What follows belongs to an exercise in optimizing a design on an open flow for small area, a short achievable clock period and few clock cycles per item; a production flow would make more cautious choices. RTL that was checked went through simulation tests only; none was proved equivalent to the original. Power and IR drop assume default switching activity.

==> job 6829: inputs <==
Design ai_density_engine, start of the top module:
module ai_density_engine #(
    parameter int                     GRID       = 10,
    parameter int                     NUM_SHIPS  = 5,
    parameter logic [4*NUM_SHIPS-1:0] SHIP_LENS  = {4'd2, 4'd3, 4'd3, 4'd4, 4'd5},
    parameter int                     CW         = 8,
    parameter int                     HIT_WEIGHT = 4
) (
    input  logic                  clock,
    input  logic                  reset,
    input  logic [1:0]            addr,
    input  logic                  write_en,
    input  logic [GRID*GRID-1:0]  data_in,
    output logic                  wait_request,
    output logic [GRID*GRID+3:0]  data_out
);
    localparam int N = 100;
    logic [N-1:0] fired;       
    logic [N-1:0] hit;
    logic [4:0]   ships;
    logic         busy;
    logic [3:0]   rcnt;
    logic         res_valid;
    logic [6:0]   res_idx;
    logic [7:0]   res_max;
    logic         start;
    logic [3:0]   row;
    assign start = !busy && write_en && (addr == 2'd0);
    assign row   = busy ? rcnt : 4'd0;
    logic [3:0] vfb [10], vhb [10], vfa [10], vha [10];
    logic [3:0] vob, voa;
    always_comb begin
        for (int d = 1; d <= 4; d++) begin
            vob[d-1] = !(int'(row) >= d);
            voa[d-1] = !(int'(row) + d <= 9);
        end
        for (int c = 0; c < 10; c++) begin
            for (int d = 1; d <= 4; d++) begin
                vfb[c][d-1] = fired[(10-d)*10+c]; vhb[c][d-1] = hit[(10-d)*10+c];
                vfa[c][d-1] = fired[d*10+c];      vha[c][d-1] = hit[d*10+c];
            end
        end
    end
    logic [9:0][8:0] dh;
    logic [9:0]      dsum [10];
    ai_density_row u_h (.f(fired[9:0]), .h(hit[9:0]), .s5(ships[0]), .s4(ships[1]), .s3a(ships[2]),
        .s3b(ships[3]), .s2(ships[4]), .d(dh));
    for (genvar c = 0; c < 10; c++) begin : g_cell
        ai_density_col u_v (.fb(vfb[c]), .hb(vhb[c]), .fa(vfa[c]), .ha(vha[c]), .ob(vob), .oa(voa),
            .hs(hit[c]), .s5(ships[0]), .s4(ships[1]), .s3a(ships[2]), .s3b(ships[3]),
            .s2(ships[4]), .hin(dh[c]), .d(dsum[c]));
    end
  ...
==> module ai_density_engine, before the edit <==
module ai_density_engine #(
    parameter int                     GRID       = 10,
    parameter int                     NUM_SHIPS  = 5,
    parameter logic [4*NUM_SHIPS-1:0] SHIP_LENS  = {4'd2, 4'd3, 4'd3, 4'd4, 4'd5},
    parameter int                     CW         = 8,
    parameter int                     HIT_WEIGHT = 4
) (
    input  logic                  clock,
    input  logic                  reset,
    input  logic [1:0]            addr,
    input  logic                  write_en,
    input  logic [GRID*GRID-1:0]  data_in,
    output logic                  wait_request,
    output logic [GRID*GRID+3:0]  data_out
);
    localparam int N = 100;
    logic [N-1:0] fired;       
    logic [N-1:0] hit;
    logic [4:0]   ships;
    logic         busy;
    logic [3:0]   rcnt;
    logic         res_valid;
    logic [6:0]   res_idx;
    logic [7:0]   res_max;
    logic         start;
    logic [3:0]   row;
    assign start = !busy && write_en && (addr == 2'd0);
    assign row   = busy ? rcnt : 4'd0;
    logic [3:0] vfb [10], vhb [10], vfa [10], vha [10];
    logic [3:0] vob, voa;
    always_comb begin
        for (int d = 1; d <= 4; d++) begin
            vob[d-1] = !(int'(row) >= d);
            voa[d-1] = !(int'(row) + d <= 9);
        end
        for (int c = 0; c < 10; c++) begin
            for (int d = 1; d <= 4; d++) begin
                vfb[c][d-1] = fired[(10-d)*10+c]; vhb[c][d-1] = hit[(10-d)*10+c];
                vfa[c][d-1] = fired[d*10+c];      vha[c][d-1] = hit[d*10+c];
            end
        end
    end
    logic [9:0][8:0] dh;
    logic [9:0]      dsum [10];
    ai_density_row u_h (.f(fired[9:0]), .h(hit[9:0]), .s5(ships[0]), .s4(ships[1]), .s3a(ships[2]),
        .s3b(ships[3]), .s2(ships[4]), .d(dh));
    for (genvar c = 0; c < 10; c++) begin : g_cell
        ai_density_col u_v (.fb(vfb[c]), .hb(vhb[c]), .fa(vfa[c]), .ha(vha[c]), .ob(vob), .oa(voa),
            .hs(hit[c]), .s5(ships[0]), .s4(ships[1]), .s3a(ships[2]), .s3b(ships[3]),
            .s2(ships[4]), .hin(dh[c]), .d(dsum[c]));
    end
    logic [10:0] cand;
    logic [7:0]  val [11];
    logic [10:0] alive;
    logic [7:0]  bmax;
    logic        bfound;
    logic [6:0]  bidx;
    always_comb begin
        cand[0] = busy & res_valid;
        val[0]  = res_max;
        for (int c = 0; c < 10; c++) begin
            cand[c+1] = !fired[c];
            val[c+1]  = (dsum[c][9:8] != 2'b00) ? 8'hff : dsum[c][7:0];
        end
        alive = cand;
        for (int b = 7; b >= 0; b--) begin
            logic [10:0] one;
            for (int j = 0; j < 11; j++) one[j] = alive[j] & val[j][b];
            bmax[b] = |one;
            if (|one) alive = one;
        end
        bfound = |cand;
        bidx   = 7'd127;
        for (int j = 10; j >= 1; j--)
            if (alive[j]) bidx = 7'(row * 10 + j - 1);
        if (alive[0]) bidx = res_idx;
        if (!bfound) bmax = '0;
    end
    logic sel0, sel1, sel2, sel3;
    assign sel0 = (addr == 2'd0);
    assign sel1 = (addr == 2'd1);
    assign sel2 = (addr == 2'd2);
    assign sel3 = (addr == 2'd3);
    always_comb begin
        logic [15:0] res_word;
        res_word = {res_valid, res_idx, res_max};
        for (int i = 0; i < N; i++) begin
            data_out[i] = (sel1 & fired[i]) | (sel2 & hit[i]);
            if (i < 16) data_out[i] = data_out[i] | (sel0 & res_word[i]);
            if (i < 5)  data_out[i] = data_out[i] | (sel3 & ships[i]);
        end
        data_out[N+3:N] = '0;
    end
    assign wait_request = busy;
    logic         rot;
    logic         clr;
    logic         ld_fired, ld_hit;
    logic [9:0]   keep;
    assign rot      = busy | start;
    assign ld_fired = !busy && write_en && addr == 2'd1;
    assign ld_hit   = !busy && write_en && addr == 2'd2;
    assign keep     = {10{~clr}};
    always_ff @(posedge clock) begin
        if (ld_fired)     fired <= data_in;
        else if (rot)     fired <= {fired[9:0] & keep, fired[N-1:10]};
        if (ld_hit)       hit <= data_in;
        else if (rot)     hit <= {hit[9:0] & keep, hit[N-1:10]};
    end
    always_ff @(posedge clock) begin
        if (reset) begin
            busy      <= 1'b1;
            clr       <= 1'b1;
            rcnt      <= '0;
            ships     <= '0;
            res_valid <= 1'b0;
            res_idx   <= '0;
            res_max   <= '0;
        end else begin
            if (!busy && write_en && addr == 2'd3) ships <= data_in[4:0];
            if (rot) begin
                rcnt <= row + 4'd1;
                busy <= (row != 4'd9);
                if (row == 4'd9) clr <= 1'b0;
                if (!clr) begin
                    res_valid <= bfound;
                    res_idx   <= bidx;
                    res_max   <= bmax;
                end
            end
        end
    end
endmodule
clock: 70.0 ns
lec_check: 0
abc_area: 1
cap_margin: 60
core_margin: 2
core_utilization: 60
slew_margin: 60
synth_hierarchical: 1
run.sh (not shown) runs the stock make flow with config.mk's settings and CLKGATE_MAP_FILE= SYNTH_SCRIPT=/design/flow/synth_recipe.tcl, a recipe that flattens the netlist after the stock synthesis.
==> job 4686: changes against job 6829 <==
--- a/flow/design.v
+++ b/flow/design.v
@@ -1994,6 +1994,17 @@
     ai_fa u_t119 (.a(hin[8]), .b(t116), .c(t118), .s(t119), .co(t120));
     assign d = {t120, t119, t117, t113, t107, t97, t83, t69, t57, t55};
 endmodule
+module ai_keep (
+    input  logic alive,
+    input  logic v,
+    input  logic s,
+    input  logic nany,
+    output logic one,
+    output logic next
+);
+    assign one  = alive & (v | s);
+    assign next = alive & (v | s | nany);
+endmodule
 module ai_density_engine #(
     parameter int                     GRID       = 10,
     parameter int                     NUM_SHIPS  = 5,
@@ -2046,31 +2057,47 @@
             .s2(ships[4]), .hin(dh[c]), .d(dsum[c]));
     end
     logic [10:0] cand;
+    logic [10:0] sat;
     logic [7:0]  val [11];
-    logic [10:0] alive;
+    logic [10:0] alive [9];
+    logic [10:0] one [8];
+    logic [7:0]  nany;
     logic [7:0]  bmax;
     logic        bfound;
     logic [6:0]  bidx;
     always_comb begin
         cand[0] = busy & res_valid;
         val[0]  = res_max;
+        sat[0]  = 1'b0;
         for (int c = 0; c < 10; c++) begin
             cand[c+1] = !fired[c];
-            val[c+1]  = (dsum[c][9:8] != 2'b00) ? 8'hff : dsum[c][7:0];
+            val[c+1]  = dsum[c][7:0];
+            sat[c+1]  = dsum[c][9] | dsum[c][8];
         end
-        alive = cand;
-        for (int b = 7; b >= 0; b--) begin
-            logic [10:0] one;
-            for (int j = 0; j < 11; j++) one[j] = alive[j] & val[j][b];
-            bmax[b] = |one;
-            if (|one) alive = one;
+    end
+    assign alive[8] = cand;
+    for (genvar b = 7; b >= 0; b--) begin : g_lvl
+        for (genvar j = 0; j < 11; j++) begin : g_cand
+            ai_keep u_keep (.alive(alive[b+1][j]), .v(val[j][b]), .s(sat[j]), .nany(nany[b]),
+                .one(one[b][j]), .next(alive[b][j]));
         end
+        assign bmax[b] = |one[b];
+        assign nany[b] = ~bmax[b];
+    end
+    always_comb begin
+        logic [3:0] col;
+        logic       inrow;
         bfound = |cand;
-        bidx   = 7'd127;
+        col    = '0;
+        inrow  = 1'b0;
         for (int j = 10; j >= 1; j--)
-            if (alive[j]) bidx = 7'(row * 10 + j - 1);
-        if (alive[0]) bidx = res_idx;
-        if (!bfound) bmax = '0;
+            if (alive[0][j]) begin
+                col   = 4'(j - 1);
+                inrow = 1'b1;
+            end
+        if (alive[0][0]) bidx = res_idx;
+        else if (inrow)  bidx = 7'(row * 10 + col);
+        else             bidx = 7'd127;
     end
     logic sel0, sel1, sel2, sel3;
     assign sel0 = (addr == 2'd0);
@@ -2097,10 +2124,10 @@
     assign ld_hit   = !busy && write_en && addr == 2'd2;
     assign keep     = {10{~clr}};
     always_ff @(posedge clock) begin
-        if (ld_fired)     fired <= data_in;
-        else if (rot)     fired <= {fired[9:0] & keep, fired[N-1:10]};
-        if (ld_hit)       hit <= data_in;
-        else if (rot)     hit <= {hit[9:0] & keep, hit[N-1:10]};
+        if (ld_fired | rot)
+            fired <= (data_in & {N{ld_fired}}) | ({fired[9:0] & keep, fired[N-1:10]} & {N{rot}});
+        if (ld_hit | rot)
+            hit <= (data_in & {N{ld_hit}}) | ({hit[9:0] & keep, hit[N-1:10]} & {N{rot}});
     end
     always_ff @(posedge clock) begin
         if (reset) begin
==> comparison <==
In job 6829 the synthesized cell count is higher than in job 4686, by about 5%.
Clock skew: job 4686 is higher than job 6829 (0.0018 ns).
Of job 6829 and job 4686, job 6829 has the higher combinational power (gap about 34%, measured against job 4686).
In job 6829 the die area is larger than in job 4686, by about 2.2%.
Against job 4686, the sequential share of layout area of job 6829 is lower by 0.33 points.
Between job 6829 and job 4686, the lower power is in job 4686 (gap about 20%, measured against job 4686).
In clock power, job 4686 and job 6829 hardly differ.
Design area: job 4686 is smaller than job 6829 (about 2%).
Against job 4686, the wire length of job 6829 is larger by 7.5%.
Testbench counts of job 4686, summed over its fixed seeds: cycles 2,688, queries 192.
Function not checked in job 6829: the RTL went through the layout flow alone.

==> inputs of 08-25 <==
Another version of the RTL of ai_density_engine (not shown whole).
Design ai_density_engine, start of the top module:
module ai_density_engine #(
    parameter int                     GRID       = 10,
    parameter int                     NUM_SHIPS  = 5,
    parameter logic [4*NUM_SHIPS-1:0] SHIP_LENS  = {4'd2, 4'd3, 4'd3, 4'd4, 4'd5},
    parameter int                     CW         = 8,
    parameter int                     HIT_WEIGHT = 4
) (
    input  logic                  clock,
    input  logic                  reset,
    input  logic [1:0]            addr,
    input  logic                  write_en,
    input  logic [GRID*GRID-1:0]  data_in,
    output logic                  wait_request,
    output logic [GRID*GRID+3:0]  data_out
);
    localparam int N = 100;
    logic [N-1:0] fired;       
    logic [N-1:0] hit;
    logic [4:0]   ships;
    logic         busy;
    logic [3:0]   rcnt;
    logic         res_valid;
    logic [6:0]   res_idx;
    logic [7:0]   res_max;
    logic         start;
    logic [3:0]   row;
    assign start = !busy && write_en && (addr == 2'd0);
    assign row   = busy ? rcnt : 4'd0;
    logic [3:0] vfb [10], vhb [10], vfa [10], vha [10];
    logic [3:0] vob, voa;
    always_comb begin
        for (int d = 1; d <= 4; d++) begin
            vob[d-1] = !(int'(row) >= d);
            voa[d-1] = !(int'(row) + d <= 9);
        end
        for (int c = 0; c < 10; c++) begin
            for (int d = 1; d <= 4; d++) begin
                vfb[c][d-1] = fired[(10-d)*10+c]; vhb[c][d-1] = hit[(10-d)*10+c];
                vfa[c][d-1] = fired[d*10+c];      vha[c][d-1] = hit[d*10+c];
            end
        end
    end
    logic [9:0][8:0] dh;
    logic [9:0]      dsum [10];
    if (1) begin : g_row
        logic [9:0] f, h;
        logic       s5, s4, s3a, s3b, s2;
        assign f   = fired[9:0];
  ...
==> flow/config.mk <==
export PLATFORM = sky130hd
export DESIGN_NAME = ai_density_engine
export DESIGN_NICKNAME = ai_density_engine
export VERILOG_FILES = /design/flow/design.v
export SDC_FILE = /design/flow/constraint.sdc
export NUM_CORES = 4
export LEC_CHECK = 0
export ABC_AREA = 1
export CAP_MARGIN = 60
export CORE_MARGIN = 2
export CORE_UTILIZATION = 60
export SLEW_MARGIN = 60
export SYNTH_HIERARCHICAL = 1
==> flow/constraint.sdc <==
create_clock -name core_clock -period 70.0 [get_ports {clock}]
set_input_delay 14.0000 -clock core_clock [delete_from_list [all_inputs] [get_ports {clock}]]
set_output_delay 14.0000 -clock core_clock [all_outputs]
set_load 0.01 [all_outputs]
==> 01-07: changes against 08-25 <==
--- a/flow/design.v
+++ b/flow/design.v
@@ -26,10 +26,21 @@
     output logic next
 );
     assign one  = alive & (v | s);
     assign next = alive & (v | s | nany);
 endmodule
+module ai_sel3 (
+    input  logic a,
+    input  logic sa,
+    input  logic b,
+    input  logic sb,
+    input  logic c,
+    input  logic sc,
+    output logic y
+);
+    assign y = (a & sa) | (b & sb) | (c & sc);
+endmodule
 module ai_density_engine #(
     parameter int                     GRID       = 10,
     parameter int                     NUM_SHIPS  = 5,
     parameter logic [4*NUM_SHIPS-1:0] SHIP_LENS  = {4'd2, 4'd3, 4'd3, 4'd4, 4'd5},
     parameter int                     CW         = 8,
@@ -2117,15 +2128,26 @@
     logic [9:0]   keep;
     assign rot      = busy | start;
     assign ld_fired = !busy && write_en && addr == 2'd1;
     assign ld_hit   = !busy && write_en && addr == 2'd2;
     assign keep     = {10{~clr}};
+    logic hold_f, hold_h;
+    logic [N-1:0] fired_rot, hit_rot;
+    assign fired_rot = {fired[9:0] & keep, fired[N-1:10]};
+    assign hit_rot   = {hit[9:0] & keep, hit[N-1:10]};
+    assign hold_f = ~(ld_fired | rot);
+    assign hold_h = ~(ld_hit | rot);
+    logic [N-1:0] fired_d, hit_d;
+    for (genvar i = 0; i < N; i++) begin : g_mask
+        ai_sel3 u_f (.a(data_in[i]), .sa(ld_fired), .b(fired_rot[i]), .sb(rot), .c(fired[i]), .sc(hold_f),
+            .y(fired_d[i]));
+        ai_sel3 u_h (.a(data_in[i]), .sa(ld_hit), .b(hit_rot[i]), .sb(rot), .c(hit[i]), .sc(hold_h),
+            .y(hit_d[i]));
+    end
     always_ff @(posedge clock) begin
-        if (ld_fired | rot)
-            fired <= (data_in & {N{ld_fired}}) | ({fired[9:0] & keep, fired[N-1:10]} & {N{rot}});
-        if (ld_hit | rot)
-            hit <= (data_in & {N{ld_hit}}) | ({hit[9:0] & keep, hit[N-1:10]} & {N{rot}});
+        fired <= fired_d;
+        hit   <= hit_d;
     end
     always_ff @(posedge clock) begin
         if (reset) begin
             busy      <= 1'b1;
             clr       <= 1'b1;
==> flow/flow/run.sh (new file) <==
#!/bin/bash
# Standard layout, with the port buffers made from buf_2 cells instead of the
# default choice of buffer_ports.
set -o pipefail
export BUFFER_PORTS_ARGS="-buffer_cell sky130_fd_sc_hd__buf_2"
bash standard.sh 2>&1 | tee standard.log
==> flow/standard.sh (new file) <==
#!/bin/bash
# synth_recipe.tcl (not shown) runs the flow's synth.tcl, then flattens the netlist and writes it again
# the make line also repeats each setting of config.mk as NAME=value (left out here)
make -C /OpenROAD-flow-scripts/flow DESIGN_CONFIG=/design/flow/config.mk WORK_HOME=/design/flow/orfs CLKGATE_MAP_FILE= SYNTH_SCRIPT=/design/flow/synth_recipe.tcl "${@:-finish}"
removed: flow/run.sh
==> 09-28: changes against 08-25 <==
--- a/flow/design.v
+++ b/flow/design.v
@@ -20,16 +20,27 @@
 module ai_keep (
     input  logic alive,
     input  logic v,
     input  logic s,
     input  logic nany,
-    output logic one,
+    output logic onen,
     output logic next
 );
-    assign one  = alive & (v | s);
+    assign onen = ~(alive & (v | s));
     assign next = alive & (v | s | nany);
 endmodule
+module ai_sel3 (
+    input  logic a,
+    input  logic sa,
+    input  logic b,
+    input  logic sb,
+    input  logic c,
+    input  logic sc,
+    output logic y
+);
+    assign y = (a & sa) | (b & sb) | (c & sc);
+endmodule
 module ai_density_engine #(
     parameter int                     GRID       = 10,
     parameter int                     NUM_SHIPS  = 5,
     parameter logic [4*NUM_SHIPS-1:0] SHIP_LENS  = {4'd2, 4'd3, 4'd3, 4'd4, 4'd5},
     parameter int                     CW         = 8,
@@ -2054,11 +2065,11 @@
     end
     logic [10:0] cand;
     logic [10:0] sat;
     logic [7:0]  val [11];
     logic [10:0] alive [9];
-    logic [10:0] one [8];
+    logic [10:0] onen [8];
     logic [7:0]  nany;
     logic [7:0]  bmax;
     logic        bfound;
     logic [6:0]  bidx;
     always_comb begin
@@ -2073,14 +2084,14 @@
     end
     assign alive[8] = cand;
     for (genvar b = 7; b >= 0; b--) begin : g_lvl
         for (genvar j = 0; j < 11; j++) begin : g_cand
             ai_keep u_keep (.alive(alive[b+1][j]), .v(val[j][b]), .s(sat[j]), .nany(nany[b]),
-                .one(one[b][j]), .next(alive[b][j]));
+                .onen(onen[b][j]), .next(alive[b][j]));
         end
-        assign bmax[b] = |one[b];
-        assign nany[b] = ~bmax[b];
+        assign nany[b] = &onen[b];
+        assign bmax[b] = ~nany[b];
     end
     always_comb begin
         logic [3:0] col;
         logic       inrow;
         bfound = |cand;
@@ -2117,15 +2128,26 @@
     logic [9:0]   keep;
     assign rot      = busy | start;
     assign ld_fired = !busy && write_en && addr == 2'd1;
     assign ld_hit   = !busy && write_en && addr == 2'd2;
     assign keep     = {10{~clr}};
+    logic hold_f, hold_h;
+    logic [N-1:0] fired_rot, hit_rot;
+    assign fired_rot = {fired[9:0] & keep, fired[N-1:10]};
+    assign hit_rot   = {hit[9:0] & keep, hit[N-1:10]};
+    assign hold_f = ~(ld_fired | rot);
+    assign hold_h = ~(ld_hit | rot);
+    logic [N-1:0] fired_d, hit_d;
+    for (genvar i = 0; i < N; i++) begin : g_mask
+        ai_sel3 u_f (.a(data_in[i]), .sa(ld_fired), .b(fired_rot[i]), .sb(rot), .c(fired[i]), .sc(hold_f),
+            .y(fired_d[i]));
+        ai_sel3 u_h (.a(data_in[i]), .sa(ld_hit), .b(hit_rot[i]), .sb(rot), .c(hit[i]), .sc(hold_h),
+            .y(hit_d[i]));
+    end
     always_ff @(posedge clock) begin
-        if (ld_fired | rot)
-            fired <= (data_in & {N{ld_fired}}) | ({fired[9:0] & keep, fired[N-1:10]} & {N{rot}});
-        if (ld_hit | rot)
-            hit <= (data_in & {N{ld_hit}}) | ({hit[9:0] & keep, hit[N-1:10]} & {N{rot}});
+        fired <= fired_d;
+        hit   <= hit_d;
     end
     always_ff @(posedge clock) begin
         if (reset) begin
             busy      <= 1'b1;
             clr       <= 1'b1;
==> flow/flow/run.sh (new file) <==
#!/bin/bash
# Standard layout, with the port buffers made from buf_2 cells instead of the
# default choice of buffer_ports.
set -o pipefail
export BUFFER_PORTS_ARGS="-buffer_cell sky130_fd_sc_hd__buf_2"
bash standard.sh 2>&1 | tee standard.log
==> flow/standard.sh (new file) <==
#!/bin/bash
# synth_recipe.tcl (not shown) runs the flow's synth.tcl, then flattens the netlist and writes it again
# the make line also repeats each setting of config.mk as NAME=value (left out here)
make -C /OpenROAD-flow-scripts/flow DESIGN_CONFIG=/design/flow/config.mk WORK_HOME=/design/flow/orfs CLKGATE_MAP_FILE= SYNTH_SCRIPT=/design/flow/synth_recipe.tcl "${@:-finish}"
- CORE_UTILIZATION: 60 -> 70
removed: flow/run.sh
==> 07-18: changes against 08-25 <==
--- a/flow/design.v
+++ b/flow/design.v
@@ -20,16 +20,44 @@
 module ai_keep (
     input  logic alive,
     input  logic v,
     input  logic s,
     input  logic nany,
-    output logic one,
+    output logic onen,
     output logic next
 );
-    assign one  = alive & (v | s);
+    assign onen = ~(alive & (v | s));
     assign next = alive & (v | s | nany);
 endmodule
+module ai_sel3 (
+    input  logic a,
+    input  logic sa,
+    input  logic b,
+    input  logic sb,
+    input  logic c,
+    input  logic sc,
+    output logic y
+);
+    assign y = (a & sa) | (b & sb) | (c & sc);
+endmodule
+module ai_read_lo (
+    input  logic [1:0]  addr,
+    input  logic [15:0] res,
+    input  logic [15:0] fired,
+    input  logic [15:0] hit,
+    input  logic [4:0]  ships,
+    output logic [15:0] d
+);
+    always_comb begin
+        case (addr)
+            2'd0:    d = res;
+            2'd1:    d = fired;
+            2'd2:    d = hit;
+            default: d = {11'd0, ships};
+        endcase
+    end
+endmodule
 module ai_density_engine #(
     parameter int                     GRID       = 10,
     parameter int                     NUM_SHIPS  = 5,
     parameter logic [4*NUM_SHIPS-1:0] SHIP_LENS  = {4'd2, 4'd3, 4'd3, 4'd4, 4'd5},
     parameter int                     CW         = 8,
@@ -2054,11 +2082,11 @@
     end
     logic [10:0] cand;
     logic [10:0] sat;
     logic [7:0]  val [11];
     logic [10:0] alive [9];
-    logic [10:0] one [8];
+    logic [10:0] onen [8];
     logic [7:0]  nany;
     logic [7:0]  bmax;
     logic        bfound;
     logic [6:0]  bidx;
     always_comb begin
@@ -2073,14 +2101,14 @@
     end
     assign alive[8] = cand;
     for (genvar b = 7; b >= 0; b--) begin : g_lvl
         for (genvar j = 0; j < 11; j++) begin : g_cand
             ai_keep u_keep (.alive(alive[b+1][j]), .v(val[j][b]), .s(sat[j]), .nany(nany[b]),
-                .one(one[b][j]), .next(alive[b][j]));
+                .onen(onen[b][j]), .next(alive[b][j]));
         end
-        assign bmax[b] = |one[b];
-        assign nany[b] = ~bmax[b];
+        assign nany[b] = &onen[b];
+        assign bmax[b] = ~nany[b];
     end
     always_comb begin
         logic [3:0] col;
         logic       inrow;
         bfound = |cand;
@@ -2093,23 +2121,22 @@
             end
         if (alive[0][0]) bidx = res_idx;
         else if (inrow)  bidx = 7'(row * 10 + col);
         else             bidx = 7'd127;
     end
-    logic sel0, sel1, sel2, sel3;
-    assign sel0 = (addr == 2'd0);
+    logic sel1, sel2;
     assign sel1 = (addr == 2'd1);
     assign sel2 = (addr == 2'd2);
-    assign sel3 = (addr == 2'd3);
+    logic [15:0] res_word;
+    logic [15:0] rd_lo;
+    assign res_word = {res_valid, res_idx, res_max};
+    ai_read_lo u_rd_lo (.addr(addr), .res(res_word), .fired(fired[15:0]), .hit(hit[15:0]),
+        .ships(ships), .d(rd_lo));
     always_comb begin
-        logic [15:0] res_word;
-        res_word = {res_valid, res_idx, res_max};
-        for (int i = 0; i < N; i++) begin
+        for (int i = 0; i < N; i++)
             data_out[i] = (sel1 & fired[i]) | (sel2 & hit[i]);
-            if (i < 16) data_out[i] = data_out[i] | (sel0 & res_word[i]);
-            if (i < 5)  data_out[i] = data_out[i] | (sel3 & ships[i]);
-        end
+        data_out[15:0]  = rd_lo;
         data_out[N+3:N] = '0;
     end
     assign wait_request = busy;
     logic         rot;
     logic         clr;
@@ -2117,15 +2144,26 @@
     logic [9:0]   keep;
     assign rot      = busy | start;
     assign ld_fired = !busy && write_en && addr == 2'd1;
     assign ld_hit   = !busy && write_en && addr == 2'd2;
     assign keep     = {10{~clr}};
+    logic hold_f, hold_h;
+    logic [N-1:0] fired_rot, hit_rot;
+    assign fired_rot = {fired[9:0] & keep, fired[N-1:10]};
+    assign hit_rot   = {hit[9:0] & keep, hit[N-1:10]};
+    assign hold_f = ~(ld_fired | rot);
+    assign hold_h = ~(ld_hit | rot);
+    logic [N-1:0] fired_d, hit_d;
+    for (genvar i = 0; i < N; i++) begin : g_mask
+        ai_sel3 u_f (.a(data_in[i]), .sa(ld_fired), .b(fired_rot[i]), .sb(rot), .c(fired[i]), .sc(hold_f),
+            .y(fired_d[i]));
+        ai_sel3 u_h (.a(data_in[i]), .sa(ld_hit), .b(hit_rot[i]), .sb(rot), .c(hit[i]), .sc(hold_h),
+            .y(hit_d[i]));
+    end
     always_ff @(posedge clock) begin
-        if (ld_fired | rot)
-            fired <= (data_in & {N{ld_fired}}) | ({fired[9:0] & keep, fired[N-1:10]} & {N{rot}});
-        if (ld_hit | rot)
-            hit <= (data_in & {N{ld_hit}}) | ({hit[9:0] & keep, hit[N-1:10]} & {N{rot}});
+        fired <= fired_d;
+        hit   <= hit_d;
     end
     always_ff @(posedge clock) begin
         if (reset) begin
             busy      <= 1'b1;
             clr       <= 1'b1;
==> flow/flow/run.sh (new file) <==
#!/bin/bash
# Standard layout, with the port buffers made from buf_2 cells instead of the
# default choice of buffer_ports.
set -o pipefail
export BUFFER_PORTS_ARGS="-buffer_cell sky130_fd_sc_hd__buf_2"
bash standard.sh 2>&1 | tee standard.log
==> flow/standard.sh (new file) <==
#!/bin/bash
# synth_recipe.tcl (not shown) runs the flow's synth.tcl, then flattens the netlist and writes it again
# the make line also repeats each setting of config.mk as NAME=value (left out here)
make -C /OpenROAD-flow-scripts/flow DESIGN_CONFIG=/design/flow/config.mk WORK_HOME=/design/flow/orfs CLKGATE_MAP_FILE= SYNTH_SCRIPT=/design/flow/synth_recipe.tcl "${@:-finish}"
removed: flow/run.sh
==> qor summary <==
metric	08-25	07-18	01-07	09-28
Result of the run	finished clean	finished clean	finished clean	failed layout checks
Reasons for failing layout checks	-	-	-	antenna rules
Final Core Density	67.9%	66.6%	66.7%	77.9%
All-Layer GR Usage	41.1%	40.2%	40.5%	46.0%
Data arrival at the endpoint of the critical path	16,460 ps	16,300 ps	15,600 ps	15,850 ps
Layout cells sized above 1	6.77%	10.5%	10.8%	11.2%
Number of cells on the critical path	7	7	9	7
Leading register cell type out of synthesis	edfxtp_1	dfxtp_1	dfxtp_1	dfxtp_1
Layout Cell Area excl Fill	39,300 µm²	37,600 µm²	37,800 µm²	37,300 µm²
Routed length per placed instance	26.0 µm	22.8 µm	22.7 µm	22.7 µm
Startpoint of the worst hold path	rcnt[3]	fired[42]	fired[7]	fired[5]
Tapcells inserted	765	756	756	615
Warnings, synthesis	22	23	22	22
Cell count after placement	4,629	5,086	5,119	4,888
Testbench counts of 08-25, summed over its fixed seeds: cycles 2,688, queries 192.
Testbench counts of 01-07, summed over its fixed seeds: cycles 2,688, queries 192.
Testbench counts of 09-28, summed over its fixed seeds: cycles 2,688, queries 192.
For 07-18, only the layout was checked, not whether the RTL still works.

separate check: timing with driven ports:
Ports are ideal in the flow. The routed layouts listed here were re-timed in OpenROAD.
Step 1 (the two cells are an assumption about what drives the block):
set clk [get_ports {clock}]
set_driving_cell -lib_cell sky130_fd_sc_hd__clkbuf_16 $clk
set_driving_cell -lib_cell sky130_fd_sc_hd__buf_2 [delete_from_list [all_inputs] $clk]
Step 2 moves the port delays by t, midway between the first and last clock arrival at a register: inputs arrive t later, outputs are due t later. That takes back most of the time a late clock gives input paths.
a / b / c = no drivers / after step 1 / after step 2; a / b = the first two.
| run | t, ns | setup slack, ns | latest minus earliest clock arrival (ns) | slew at the worst register clock pin (ns) | cell pins on the clock port's net |
|---|---|---|---|---|---|
| job 6829 | 0.628 | 39.471 / 39.445 / 39.445 | 0.020 / 0.020 | 0.07 / 0.07 | 1 |
| job 4686 | 0.599 | 39.540 / 39.509 / 39.509 | 0.025 / 0.025 | 0.08 / 0.08 | 1 |
| 08-25 | 0.598 | 39.535 / 39.509 / 39.509 | 0.024 / 0.024 | 0.07 / 0.07 | 1 |
| 01-07 | 0.607 | 40.397 / 40.361 / 40.361 | 0.022 / 0.022 | 0.07 / 0.07 | 1 |
| 09-28 | 0.611 | 40.152 / 40.124 / 40.124 | 0.029 / 0.029 | 0.07 / 0.07 | 1 |
| 07-18 | 0.623 | 39.703 / 39.683 / 39.683 | 0.034 / 0.034 | 0.07 / 0.07 | 1 |
For 01-07, which loses most, drivers alone change the setup slack by -0.036 ns; drivers and shift together by -0.036 ns.
